This is an optimization exercise on Yosys and OpenROAD, whose aim is small area, a short achievable clock period and few clock cycles per item, not a production implementation.
In this exercise RTL edits were held to simulation tests only and were not proved equivalent to the original.
No activity file was given, so power comes from the tool's default toggle rates.

Setup of run A:
## key_set_with_rank_query
module key_set_with_rank_query (
    input  logic        aclk,
    input  logic        aresetn,
    input  logic        s_valid,
    output logic        s_ready,
    input  logic [1:0]  s_command,
    input  logic [31:0] s_key,
    input  logic [3:0]  s_rank,
    output logic        m_valid,
    input  logic        m_ready,
    output logic        m_success,
    output logic [31:0] m_selected_key,
    output logic [4:0]  m_item_count,
    output logic        m_table_full
);
For scale: about 840 flip-flops, about 83 I/O pins.
export LEC_CHECK = 0
export CAP_MARGIN = 20
export CORE_MARGIN = 2
export CORE_UTILIZATION = 45
export SETUP_SLACK_MARGIN = 3.7
export SLEW_MARGIN = 20
export TNS_END_PERCENT = 100
create_clock -name core_clock -period 6.5 [get_ports {aclk}]
standard.sh (not shown) runs the stock make flow with config.mk's settings and CLKGATE_MAP_FILE= SYNTH_SCRIPT=/design/flow/synth_recipe.tcl, a recipe that flattens the netlist after the stock synthesis.
==> flow/flow/run.sh <==
#!/bin/bash
# The standard layout, with plain buffers (instead of the default delay cells)
# on the input and output ports. Every port still gets its own buffer.
set -euo pipefail
export BUFFER_PORTS_ARGS="-buffer_cell sky130_fd_sc_hd__buf_2"
bash standard.sh > standard.log 2>&1
Testbench counts of run A, summed over its fixed seeds: cycles 4,832, ops 4,800.
The inputs of run B differ from those of run A as listed below.
--- a/flow/config.mk
+++ b/flow/config.mk
@@ -9,5 +9,5 @@
 export CORE_MARGIN = 2
-export CORE_UTILIZATION = 45
-export SETUP_SLACK_MARGIN = 3.7
+export CORE_UTILIZATION = 50
+export SETUP_SLACK_MARGIN = 3.6
 export SLEW_MARGIN = 20
-export TNS_END_PERCENT = 100
+export TNS_END_PERCENT = 50
==> comparison <==
- The higher placed standard-cell area of run B and run A is in run A.
- Routed length on met1: run B higher than run A
- Delta (run B minus run A): violation count after the first detailed-route iteration shows an increase of 457, wire length grew by 8100 µm, amount of wire on met2 after detailed routing moved up, ratio of final minimum period to clock period has increased.
- For run B, the worst setup path startpoint was x_pgt, unlike run A, where it was x_peq.
- ~same number of DRC violations after detailed routing in run B and run A
- On sequential power, run B tracks run A almost exactly.
- The clock share of power of run B is lower than that of run A.
- Looking at design area across both flows, run B is the stronger of the two, with run A trailing.
- Looking at uppermost layer routed, the met5 result is from run B; the met4 one comes from run A.
Modified inputs, run C compared to run B
--- a/flow/config.mk
+++ b/flow/config.mk
@@ -9,5 +9,5 @@
 export CORE_MARGIN = 2
-export CORE_UTILIZATION = 50
-export SETUP_SLACK_MARGIN = 3.6
+export CORE_UTILIZATION = 45
+export SETUP_SLACK_MARGIN = 3.5
 export SLEW_MARGIN = 20
-export TNS_END_PERCENT = 50
+export TNS_END_PERCENT = 10
Summary: with run B as the reference, total of plain and repair buffers excluding clock buffers in run C moved down by more than 10%.
Worst max-slew margin expressed relative to the limit deteriorates in run C relative to run B.
Lower global-route usage among run B and run C: run C
Compared with run B, final instance area in run C decreased slightly.
For multi-input gate count, run C and run B come out practically identical.
The lower critical path depth came out of run C.
Worst hold margin: run B vs run C, no meaningful difference
diff inputs: run C => run D
--- a/flow/config.mk
+++ b/flow/config.mk
@@ -12,2 +12,2 @@
 export SLEW_MARGIN = 20
-export TNS_END_PERCENT = 10
+export TNS_END_PERCENT = 100
- Between run D and run C, the difference in number of pins with negative max-slew slack in the final report is negligible.
- The number of stages on the worst setup path of run D is higher than that of run C.
- Compared with run C, in run D global-route usage shows an increase of 0.71 points, share of the clock period used by the worst path now smaller.
- Compared with run C, run D shows a lower layout filler cell count.
- The run with more routed wire is run D, not run C.
- On run D: depth of the worst register-to-register path is 1 higher than what run C gave.
The inputs of run E differ from those of run D as listed below.
==> flow/run.sh (new file) <==
#!/bin/bash
# synth_recipe.tcl (not shown) runs the flow's synth.tcl, then flattens the netlist and writes it again
# the make line also repeats each setting of config.mk as NAME=value (left out here)
make -C /OpenROAD-flow-scripts/flow DESIGN_CONFIG=/design/flow/config.mk WORK_HOME=/design/flow/orfs CLKGATE_MAP_FILE= SYNTH_SCRIPT=/design/flow/synth_recipe.tcl finish
--- a/flow/config.mk
+++ b/flow/config.mk
@@ -12,2 +12,2 @@
 export SLEW_MARGIN = 20
-export TNS_END_PERCENT = 100
+export TNS_END_PERCENT = 10
removed: flow/flow/run.sh
removed: flow/standard.sh
## What came out
Utilization: run E vs run D — no meaningful difference
Peak ir drop on the vdd network (run D / run E): 1.08
Higher leakage power total was reported by run D, not run E.
Going from run D to run E, cell count shrank slightly.
Run E -> run D: post-route antenna net violation count flat
Final area delta (run D -> run E): insignificant


== red ==
key_set_with_rank_query, a different RTL version from the one above (not shown whole).
For scale: about 3,600 cells after synthesis, about 83 I/O pins, ~45,000 sq um of cells after synthesis.
Design key_set_with_rank_query, start of the top module:
module key_set_with_rank_query (
    input  logic        aclk,
    input  logic        aresetn,
    input  logic        s_valid,
    output logic        s_ready,
    input  logic [1:0]  s_command,
    input  logic [31:0] s_key,
    input  logic [3:0]  s_rank,
    output logic        m_valid,
    input  logic        m_ready,
    output logic        m_success,
    output logic [31:0] m_selected_key,
    output logic [4:0]  m_item_count,
    output logic        m_table_full
);
export LEC_CHECK = 0
export CAP_MARGIN = 20
export CORE_MARGIN = 2
export CORE_UTILIZATION = 45
export SETUP_SLACK_MARGIN = 4.0
export SLEW_MARGIN = 20
export TNS_END_PERCENT = 5
create_clock -name core_clock -period 6.5 [get_ports {aclk}]
run.sh (not shown) runs the stock make flow with config.mk's settings and CLKGATE_MAP_FILE= SYNTH_SCRIPT=/design/flow/synth_recipe.tcl, a recipe that flattens the netlist after the stock synthesis.
Stock flow here: none of the scripts above is used.
Testbench counts of red, summed over its fixed seeds: cycles 4,832, ops 4,800.
Changes in blue relative to red:
Settings: TNS_END_PERCENT: 5 -> 10; SETUP_SLACK_MARGIN: 4.0 -> 3.5.
Notes after the runs:
- blue: PASS, flow complete, no timing, DRC or antenna violations
- Re wire length: red was lower than blue.
- When blue is set beside red, its achievable frequency turns out to be about 1.1% larger.
- Compared with red, blue shows cell area after layout higher by 0.85%.
- Diff red..blue | relative contribution of combinational cells to total power | negligible
- red → blue: layout overhead on the synthesized area up 0.98 points, detailed-route via count up 0.79%.
- From blue to red, initial cell density of the core did not move at all.

## static timing again, ports no longer ideal
The flow's constraints put no driver on any port. The routed layouts listed below were extracted and timed again, unchanged, in two steps.
Step 1 assumes that a clkbuf_16 drives the clock port and a buf_2 every other input.
Step 2 moves the port delays by t, midway between the first and last clock arrival at a register: inputs arrive t later, outputs are due t later. That takes back most of the time a late clock gives input paths.
Slacks: no drivers / after step 1 / after step 2; pairs: no drivers / after step 1.
run	t (ns)	slack for setup (ns)	worst register clock-pin slew, ns
run A	0.753	3.486 / 3.486 / 3.408	0.07 / 0.07
run B	0.739	3.411 / 3.411 / 3.411	0.07 / 0.07
run C	0.744	3.384 / 3.384 / 3.384	0.06 / 0.06
run D	0.761	3.440 / 3.440 / 3.440	0.07 / 0.07
run E	0.737	3.398 / 3.328 / 3.033	0.07 / 0.07
red	0.750	2.849 / 2.849 / 2.849	0.07 / 0.07
blue	0.749	2.890 / 2.890 / 2.890	0.07 / 0.07
After both steps setup and hold are still met in every run listed. For run E, which loses most, drivers alone change the setup slack by -0.070 ns; drivers and shift together by -0.365 ns.
